Source: an optimization exercise on an open RTL-to-GDS flow (aim: small area, a short achievable clock period and few clock cycles per item). Production flows keep margins and buffers that such runs may drop.
Only simulation tests tie the RTL to the original design; equivalence was not proved.
Power and IR drop assume default switching activity.

run a:
==> flow/design.v <==
package rtip_pkg;
  localparam int ACC_WIDTH_DEF    = 64;
  localparam int OFFSET_WIDTH_DEF = 8;
  localparam int BASE_W           = 6;
  localparam int CHAR_W           = 8;
  localparam int CFG_INDEX_W      = 8;
  localparam int CFG_DATA_W       = 8;
  localparam int CODE_W           = 7;
  localparam logic [CFG_INDEX_W-1:0] CFG_NUMBER_BASE = CFG_INDEX_W'(0);
  localparam logic [CFG_INDEX_W-1:0] CFG_SIGNED_MODE = CFG_INDEX_W'(1);
  localparam logic [2:0] PH_START = 3'd0;   
  localparam logic [2:0] PH_SIGN  = 3'd1;   
  localparam logic [2:0] PH_AZ    = 3'd2;   
  localparam logic [2:0] PH_AZX   = 3'd3;   
  localparam logic [2:0] PH_HZ    = 3'd4;   
  localparam logic [2:0] PH_DIG   = 3'd5;   
  localparam logic [2:0] PH_STOP  = 3'd6;   
  localparam logic [1:0] AR_10 = 2'd0;
  localparam logic [1:0] AR_8  = 2'd1;
  localparam logic [1:0] AR_16 = 2'd2;
endpackage
import rtip_pkg::*;
module rtip_step (
  input  logic [rtip_pkg::CHAR_W-1:0] char_code,
  input  logic                        last_char,
  output logic [rtip_pkg::CODE_W-1:0] code
);
  logic       is_dig;
  logic [3:0] dval;
  always_comb begin
    is_dig = 1'b0;
    dval   = {3'b000, (char_code == 8'h78) || (char_code == 8'h58)};
    if (char_code >= 8'h30 && char_code <= 8'h39) begin
      is_dig = 1'b1;
      dval   = char_code[3:0];
    end else if ((char_code >= 8'h61 && char_code <= 8'h66) ||
                 (char_code >= 8'h41 && char_code <= 8'h46)) begin
      is_dig = 1'b1;
      dval   = char_code[3:0] + 4'd9;
    end
  end
  assign code = {last_char, char_code == 8'h2d, is_dig, dval};
endmodule
module rtip_add #(
  parameter int W = 64
) (
  input  logic [W-1:0] a,
  input  logic [W-1:0] b,
  input  logic         ci,
  output logic [W-1:0] s
);
  localparam int L = 6;   
  logic [W-1:0] p;
  logic [W-1:0] gg [0:L];
  logic [W-1:0] pp [0:L];
  assign p     = a ^ b;
  assign gg[0] = a & b;
  assign pp[0] = p;
  genvar l, i;
  generate
    for (l = 0; l < L; l++) begin : lv
      for (i = 0; i < W; i++) begin : bt
        if ((i >> l) % 2 == 1) begin : op
          assign gg[l+1][i] = gg[l][i] | (pp[l][i] & gg[l][((i >> l) << l) - 1]);
          assign pp[l+1][i] = pp[l][i] & pp[l][((i >> l) << l) - 1];
        end else begin : pass
          assign gg[l+1][i] = gg[l][i];
          assign pp[l+1][i] = pp[l][i];
        end
      end
    end
  endgenerate
  assign s = p ^ {gg[L][W-2:0] | (pp[L][W-2:0] & {(W-1){ci}}), ci};
endmodule
import rtip_pkg::*;
module radix_integer_text_parser #(
  parameter int ACC_WIDTH    = rtip_pkg::ACC_WIDTH_DEF,
  parameter int OFFSET_WIDTH = rtip_pkg::OFFSET_WIDTH_DEF,
  parameter int OUT_W        = ((ACC_WIDTH + OFFSET_WIDTH + 7) / 8) * 8
) (
  input  logic                               clk,
  input  logic                               rst,
  input  logic                               cfg_valid,
  output logic                               cfg_ready,
  input  logic [rtip_pkg::CFG_INDEX_W-1:0]   cfg_index,
  input  logic [rtip_pkg::CFG_DATA_W-1:0]    cfg_data,
  input  logic                               s_axis_tvalid,
  output logic                               s_axis_tready,
  input  logic [rtip_pkg::CHAR_W-1:0]        s_axis_tdata,
  input  logic                               s_axis_tlast,
  output logic                               m_axis_tvalid,
  input  logic                               m_axis_tready,
  output logic [OUT_W-1:0]                   m_axis_tdata
);
  logic [BASE_W-1:0] cfg_base;
  logic              cfg_sgn;
  assign cfg_ready = 1'b1;
  always_ff @(posedge clk) begin
    if (rst) begin
      cfg_base <= '0;
      cfg_sgn  <= 1'b0;
    end else if (cfg_valid) begin
      if (cfg_index == CFG_NUMBER_BASE) cfg_base <= cfg_data[BASE_W-1:0];
      if (cfg_index == CFG_SIGNED_MODE) cfg_sgn  <= cfg_data[0];
    end
  end
  logic auto, hexm, cfast;
  assign auto  = (cfg_base == '0);
  assign hexm  = (cfg_base == 6'd16);
  assign cfast = (cfg_base == 6'd8) || (cfg_base == 6'd10) || hexm;
  logic [CODE_W-1:0] in_code, s1_c, sk_c;
  logic              s1_v, sk_v, s1_adv, in_hs, s1_load, enter_slow;
  rtip_step u_dec (.char_code(s_axis_tdata), .last_char(s_axis_tlast), .code(in_code));
  assign s_axis_tready = !sk_v;
  assign in_hs         = s_axis_tvalid && !sk_v;
  assign s1_load       = !s1_v || s1_adv;
  always_ff @(posedge clk) begin
    if (rst) begin
      s1_v <= 1'b0;
      sk_v <= 1'b0;
    end else if (s1_load) begin
      s1_v <= sk_v || in_hs;
      sk_v <= 1'b0;
    end else if (in_hs) begin
      sk_v <= 1'b1;
    end
  end
  always_ff @(posedge clk) begin
    if (s1_load)         s1_c      <= sk_v ? sk_c : in_code;
    else if (enter_slow) s1_c[3:0] <= 4'd0;   
    if (in_hs)           sk_c      <= in_code;
  end
  logic [2:0]              ph, nph;
  logic [1:0]              ar, nar;
  logic                    neg, nneg;
  logic [OFFSET_WIDTH-1:0] off;
  logic [ACC_WIDTH-1:0]    acc;
  logic                    m_v;
  logic                    busy;
  logic [5:0]              cnt;
  logic [5:0]              h;
  logic                    xen, xinv, y10, y16, ysh, c10, fin;
  logic [3:0] d;
  logic       is_dig, is_m, is_x, last, is_0;
  assign d      = s1_c[3:0];
  assign is_dig = s1_c[4];
  assign is_m   = s1_c[5];
  assign last   = s1_c[6];
  assign is_x   = !is_dig && d[0];
  assign is_0   = is_dig && (d == 4'd0);
  logic              start, fast, dlt;
  logic [BASE_W-1:0] radix;
  assign start = (ph == PH_START);
  assign radix = !auto ? cfg_base : (ar == AR_8) ? 6'd8 : (ar == AR_16) ? 6'd16 : 6'd10;
  assign fast  = auto || cfast;
  assign dlt   = is_dig && (auto ? ((ar == AR_16) || (ar == AR_10 && d < 4'd10) || !d[3])
                                 : ((cfg_base[5:4] != 2'b00) || (d < cfg_base[3:0])));
  logic take, acc_take, acc_zero;
  logic [1:0] inc;
  always_comb begin
    nph      = ph;
    nar      = ar;
    nneg     = neg;
    inc      = 2'd0;
    take     = 1'b0;
    acc_take = 1'b0;
    acc_zero = 1'b0;
    case (ph)
      PH_START, PH_SIGN: begin
        if (start) begin
          nneg     = 1'b0;
          acc_zero = 1'b1;
        end
        if (start && cfg_sgn && is_m) begin
          nph  = PH_SIGN;
          inc  = 2'd1;
          nneg = 1'b1;
        end else if (auto && is_0) begin
          nph = PH_AZ;
          nar = AR_8;
          inc = 2'd1;
        end else if (hexm && is_0) begin
          nph = PH_HZ;
          inc = 2'd1;
        end else begin
          take = 1'b1;
        end
      end
      PH_AZ: begin
        if (is_x) begin
          nph = PH_AZX;
          nar = AR_16;
        end else begin
          take = 1'b1;
        end
      end
      PH_AZX: begin
        if (is_dig) take = 1'b1;
        else        nph  = PH_STOP;
      end
      PH_HZ: begin
        if (is_x) begin
          nph = PH_DIG;
          inc = 2'd1;
        end else begin
          take = 1'b1;
        end
      end
      PH_DIG: take = 1'b1;
      default: ;
    endcase
    if (take) begin
      if (dlt) begin
        nph      = PH_DIG;
        inc      = (ph == PH_AZX) ? 2'd2 : 2'd1;
        acc_take = 1'b1;
      end else begin
        nph = PH_STOP;
      end
    end
    if (last) begin
      nph = PH_START;
      nar = AR_10;
    end
  end
  logic stop_now, neg_now, mv_now;
  assign stop_now = (ph != PH_STOP) && (nph == PH_STOP);
  assign neg_now  = nneg && (stop_now || (last && ph != PH_STOP));
  assign mv_now   = last && !neg_now;
  logic need_slow, blocked, slow_done;
  assign need_slow  = acc_take && !start && !fast;
  assign slow_done  = busy && (cnt == 6'd63);
  assign blocked    = start && ((m_v && !m_axis_tready) || xinv);
  assign s1_adv     = s1_v && !blocked && (!need_slow || slow_done);
  assign enter_slow = s1_v && need_slow && !busy;
  logic [6:0]           t;
  logic                 sg, dh;
  logic [ACC_WIDTH-1:0] xa, ya, sum;
  logic                 c1;
  assign t   = {1'b0, h} + (acc[0] ? {1'b0, radix} : 7'd0);
  assign sg  = !(ysh || xinv);
  assign dh  = sg && d[3];
  assign xa  = (xen  ? {acc[ACC_WIDTH-4:0], 3'b000} : '0) |
               (xinv ? ~acc : '0) |
               {{(ACC_WIDTH-3){1'b0}}, dh && c10, dh && c10, 1'b0} |
               {{(ACC_WIDTH-3){1'b0}}, sg ? d[2:1] : 2'b00, 1'b0};
  assign ya  = (y10 ? (acc << 1) : '0) | (y16 ? (acc << 3) : '0) |
               (ysh ? {t[0], acc[ACC_WIDTH-1:1]} : '0) |
               {{(ACC_WIDTH-3){1'b0}}, dh && !c10, dh && !c10, 1'b0};
  assign c1  = dh || (xinv && !acc[0]);
  assign sum[0] = (sg && d[0]) || (xinv && acc[0]) || (ysh && acc[1]);
  rtip_add #(.W(ACC_WIDTH-1)) u_add (
    .a  (xa[ACC_WIDTH-1:1]),
    .b  (ya[ACC_WIDTH-1:1]),
    .ci (c1),
    .s  (sum[ACC_WIDTH-1:1])
  );
  logic acc_en, acc_hold;
  assign acc_en   = busy || xinv || (s1_adv && acc_take);
  assign acc_hold = !acc_en && !(s1_adv && acc_zero);
  logic       ph_n_start, busy_n, xinv_n, cls10_n, cls16_n;
  logic [1:0] ar_n;
  assign ph_n_start = s1_adv ? (nph == PH_START) : start;
  assign ar_n       = s1_adv ? nar : ar;
  assign busy_n     = enter_slow || (busy && !slow_done);
  assign xinv_n     = s1_adv && neg_now;
  assign cls10_n    = auto ? (ar_n == AR_10) : (cfg_base == 6'd10);
  assign cls16_n    = auto ? (ar_n == AR_16) : hexm;
  logic [OFFSET_WIDTH:0] off_sum;
  assign off_sum = (start ? '0 : {1'b0, off}) + (OFFSET_WIDTH+1)'(inc);
  always_ff @(posedge clk) begin
    if (rst) begin
      ph   <= PH_START;
      ar   <= AR_10;
      m_v  <= 1'b0;
      busy <= 1'b0;
      xen  <= 1'b0;
      xinv <= 1'b0;
      y10  <= 1'b0;
      y16  <= 1'b0;
      ysh  <= 1'b0;
      c10  <= 1'b0;
      fin  <= 1'b0;
    end else begin
      if (s1_adv) begin
        ph <= nph;
        ar <= nar;
      end
      if ((s1_adv && mv_now) || (xinv && fin)) m_v <= 1'b1;
      else if (m_axis_tready)                  m_v <= 1'b0;
      busy <= busy_n;
      xinv <= xinv_n;
      fin  <= s1_adv && neg_now && last;
      xen  <= !ph_n_start && !busy_n && !xinv_n;
      y10  <= !ph_n_start && !busy_n && !xinv_n && cls10_n;
      y16  <= !ph_n_start && !busy_n && !xinv_n && cls16_n;
      ysh  <= busy_n;
      c10  <= cls10_n;
    end
  end
  always_ff @(posedge clk) begin
    acc <= (sum & {ACC_WIDTH{acc_en}}) | (acc & {ACC_WIDTH{acc_hold}});
    if (busy) begin
      h   <= t[6:1];
      cnt <= cnt + 6'd1;
    end else begin
      h   <= {2'b00, d};
      cnt <= '0;
    end
    if (s1_adv) begin
      neg <= nneg;
      off <= off_sum[OFFSET_WIDTH] ? '1 : off_sum[OFFSET_WIDTH-1:0];
    end
  end
  assign m_axis_tvalid = m_v;
  assign m_axis_tdata  = OUT_W'({off, acc});
endmodule
==> flow/config.mk <==
export PLATFORM = sky130hd
export DESIGN_NAME = radix_integer_text_parser
export DESIGN_NICKNAME = radix_integer_text_parser
export VERILOG_FILES = /design/flow/design.v
export SDC_FILE = /design/flow/constraint.sdc
export NUM_CORES = 4
export LEC_CHECK = 0
export CAP_MARGIN = 20
export CORE_MARGIN = 2
export CORE_UTILIZATION = 55
export CTS_BUF_LIST = sky130_fd_sc_hd__clkbuf_8
export PLACE_DENSITY = 0.75
export SETUP_SLACK_MARGIN = 5
export SLEW_MARGIN = 20
==> flow/constraint.sdc <==
create_clock -name core_clock -period 9.0 [get_ports {clk}]
set_input_delay 1.8000 -clock core_clock [delete_from_list [all_inputs] [get_ports {clk}]]
set_output_delay 1.8000 -clock core_clock [all_outputs]
set_load 0.01 [all_outputs]
standard.sh (not shown) runs the stock make flow with config.mk's settings and CLKGATE_MAP_FILE= SYNTH_SCRIPT=/design/flow/synth_recipe.tcl, a recipe that flattens the netlist after the stock synthesis.
==> flow/flow/run.sh <==
#!/bin/bash
# The standard layout, with the smallest buffer on the ports and a tighter setup repair
# target. Each make step keeps its own log under orfs/logs; make's output goes to make.log.
set -euo pipefail
bash standard.sh \
  "BUFFER_PORTS_ARGS=-buffer_cell sky130_fd_sc_hd__buf_1" \
  SETUP_SLACK_MARGIN=5 \
  finish > make.log 2>&1
Testbench counts of run a, summed over its fixed seeds: cycles 28,666, chars 28,066.
The inputs of run b differ from those of run a as listed below.
--- a/flow/design.v
+++ b/flow/design.v
@@ -48,32 +48,43 @@
   input  logic [W-1:0] b,
   input  logic         ci,
   output logic [W-1:0] s
 );
   localparam int L = 6;   
   logic [W-1:0] p;
-  logic [W-1:0] gg [0:L];
-  logic [W-1:0] pp [0:L];
+  logic [W-1:0] gg [0:2*L-1];
+  logic [W-1:0] pp [0:2*L-1];
   assign p     = a ^ b;
   assign gg[0] = a & b;
   assign pp[0] = p;
   genvar l, i;
   generate
-    for (l = 0; l < L; l++) begin : lv
+    for (l = 0; l < L; l++) begin : up
       for (i = 0; i < W; i++) begin : bt
-        if ((i >> l) % 2 == 1) begin : op
-          assign gg[l+1][i] = gg[l][i] | (pp[l][i] & gg[l][((i >> l) << l) - 1]);
-          assign pp[l+1][i] = pp[l][i] & pp[l][((i >> l) << l) - 1];
+        if ((i % (2 << l)) == (2 << l) - 1) begin : op
+          assign gg[l+1][i] = gg[l][i] | (pp[l][i] & gg[l][i-(1<<l)]);
+          assign pp[l+1][i] = pp[l][i] & pp[l][i-(1<<l)];
         end else begin : pass
           assign gg[l+1][i] = gg[l][i];
           assign pp[l+1][i] = pp[l][i];
         end
       end
     end
+    for (l = L - 1; l >= 1; l--) begin : dn
+      for (i = 0; i < W; i++) begin : bt
+        if ((i % (1 << l)) == (1 << (l-1)) - 1 && i >= (1 << l)) begin : op
+          assign gg[2*L-l][i] = gg[2*L-l-1][i] | (pp[2*L-l-1][i] & gg[2*L-l-1][i-(1<<(l-1))]);
+          assign pp[2*L-l][i] = pp[2*L-l-1][i] & pp[2*L-l-1][i-(1<<(l-1))];
+        end else begin : pass
+          assign gg[2*L-l][i] = gg[2*L-l-1][i];
+          assign pp[2*L-l][i] = pp[2*L-l-1][i];
+        end
+      end
+    end
   endgenerate
-  assign s = p ^ {gg[L][W-2:0] | (pp[L][W-2:0] & {(W-1){ci}}), ci};
+  assign s = p ^ {gg[2*L-1][W-2:0] | (pp[2*L-1][W-2:0] & {(W-1){ci}}), ci};
 endmodule
 import rtip_pkg::*;
 module radix_integer_text_parser #(
   parameter int ACC_WIDTH    = rtip_pkg::ACC_WIDTH_DEF,
   parameter int OFFSET_WIDTH = rtip_pkg::OFFSET_WIDTH_DEF,
   parameter int OUT_W        = ((ACC_WIDTH + OFFSET_WIDTH + 7) / 8) * 8
Results
Run b was carried through to the last stage, and its layout satisfied the timing, DRC and antenna checks.
In run b the sequential share of layout area turned out 0.74 points higher than in run a.
Sequential power, run b and run a, lower one = run a.
A standard cell with the maximum stage delay on the critical path of dfxtp_4 is what run a shows, while or4_1 belongs to run b.
Run b vs. run a: combinational share of power went up; proportion of final cell area spent on non-clock buffers went down; final standard cell area without fillers went down; met1 layer wirelength in the final routing went down; met2 usage went down.
The sequential standard cell area on run b is in line with that on run a.
Testbench counts of run b, summed over its fixed seeds: cycles 28,666, chars 28,066.

// radix_integer_text_parser: RTL as listed in full above, without the edits since
==> flow/config.mk <==
export PLATFORM = sky130hd
export DESIGN_NAME = radix_integer_text_parser
export DESIGN_NICKNAME = radix_integer_text_parser
export VERILOG_FILES = /design/flow/design.v
export SDC_FILE = /design/flow/constraint.sdc
export NUM_CORES = 4
export LEC_CHECK = 0
export CAP_MARGIN = 20
export CORE_MARGIN = 2
export CORE_UTILIZATION = 40
export SETUP_SLACK_MARGIN = 5
export SLEW_MARGIN = 20
==> flow/constraint.sdc <==
create_clock -name core_clock -period 9.0 [get_ports {clk}]
set_input_delay 1.8000 -clock core_clock [delete_from_list [all_inputs] [get_ports {clk}]]
set_output_delay 1.8000 -clock core_clock [all_outputs]
set_load 0.01 [all_outputs]
run.sh (not shown) runs the stock make flow with config.mk's settings and CLKGATE_MAP_FILE= SYNTH_SCRIPT=/design/flow/synth_recipe.tcl, a recipe that flattens the netlist after the stock synthesis.
Stock flow here: none of the scripts above is used.
The first run produced a clean layout.
Testbench counts at the start, summed over its fixed seeds: cycles 28,666, chars 28,066.
Rerun with:
--- a/flow/design.v
+++ b/flow/design.v
@@ -48,32 +48,43 @@
   input  logic [W-1:0] b,
   input  logic         ci,
   output logic [W-1:0] s
 );
   localparam int L = 6;   
   logic [W-1:0] p;
-  logic [W-1:0] gg [0:L];
-  logic [W-1:0] pp [0:L];
+  logic [W-1:0] gg [0:2*L-1];
+  logic [W-1:0] pp [0:2*L-1];
   assign p     = a ^ b;
   assign gg[0] = a & b;
   assign pp[0] = p;
   genvar l, i;
   generate
-    for (l = 0; l < L; l++) begin : lv
+    for (l = 0; l < L; l++) begin : up
       for (i = 0; i < W; i++) begin : bt
-        if ((i >> l) % 2 == 1) begin : op
-          assign gg[l+1][i] = gg[l][i] | (pp[l][i] & gg[l][((i >> l) << l) - 1]);
-          assign pp[l+1][i] = pp[l][i] & pp[l][((i >> l) << l) - 1];
+        if ((i % (2 << l)) == (2 << l) - 1) begin : op
+          assign gg[l+1][i] = gg[l][i] | (pp[l][i] & gg[l][i-(1<<l)]);
+          assign pp[l+1][i] = pp[l][i] & pp[l][i-(1<<l)];
         end else begin : pass
           assign gg[l+1][i] = gg[l][i];
           assign pp[l+1][i] = pp[l][i];
         end
       end
     end
+    for (l = L - 1; l >= 1; l--) begin : dn
+      for (i = 0; i < W; i++) begin : bt
+        if ((i % (1 << l)) == (1 << (l-1)) - 1 && i >= (1 << l)) begin : op
+          assign gg[2*L-l][i] = gg[2*L-l-1][i] | (pp[2*L-l-1][i] & gg[2*L-l-1][i-(1<<(l-1))]);
+          assign pp[2*L-l][i] = pp[2*L-l-1][i] & pp[2*L-l-1][i-(1<<(l-1))];
+        end else begin : pass
+          assign gg[2*L-l][i] = gg[2*L-l-1][i];
+          assign pp[2*L-l][i] = pp[2*L-l-1][i];
+        end
+      end
+    end
   endgenerate
-  assign s = p ^ {gg[L][W-2:0] | (pp[L][W-2:0] & {(W-1){ci}}), ci};
+  assign s = p ^ {gg[2*L-1][W-2:0] | (pp[2*L-1][W-2:0] & {(W-1){ci}}), ci};
 endmodule
 import rtip_pkg::*;
 module radix_integer_text_parser #(
   parameter int ACC_WIDTH    = rtip_pkg::ACC_WIDTH_DEF,
   parameter int OFFSET_WIDTH = rtip_pkg::OFFSET_WIDTH_DEF,
   parameter int OUT_W        = ((ACC_WIDTH + OFFSET_WIDTH + 7) / 8) * 8
Outcome: First-iteration DRC count fell by roughly a tenth; worst setup slack gets better by 0.011 ns; final area fell slightly; wire length rose slightly; via count goes down slightly; clock-buffer cell count fell by 2; power increases by a few percent; core utilization grows by 0.52 points; fmax goes up slightly; die area fell slightly; clock skew stays flat; combinational power went up by a quarter to a third; non-clock buffer count went down by 1; clock power fell by a few percent.
Testbench counts after the change, summed over its fixed seeds: cycles 28,666, chars 28,066.

re-timing with driven ports:
In the flow no input, the clock included, has a driving cell. The finished layouts below were timed again as built, in two steps.
Step 1 assumes that a clkbuf_16 drives the clock port and a buf_2 every other input.
Step 2 also shifts input and output timing later by t, the mid clock arrival at the registers, as if the neighbouring blocks saw the same clock.
a / b / c = ideal / step 1 / step 2; a / b = the first two.
| run | t, ns | setup slack, ns | cell pins on the clock port's net |
|---|---|---|---|
| run a | 0.490 | 5.136 / 5.136 / 4.738 | 1 |
| run b | 0.496 | 5.187 / 5.187 / 4.838 | 1 |
| the first run of note 2 | 0.463 | 5.193 / 5.193 / 4.803 | 1 |
| the second run of note 2 | 0.463 | 5.204 / 5.204 / 4.946 | 1 |
After both steps setup and hold are still met in every run listed. For run a, which loses most, drivers alone change the setup slack by 0.000 ns; drivers and shift together by -0.398 ns.
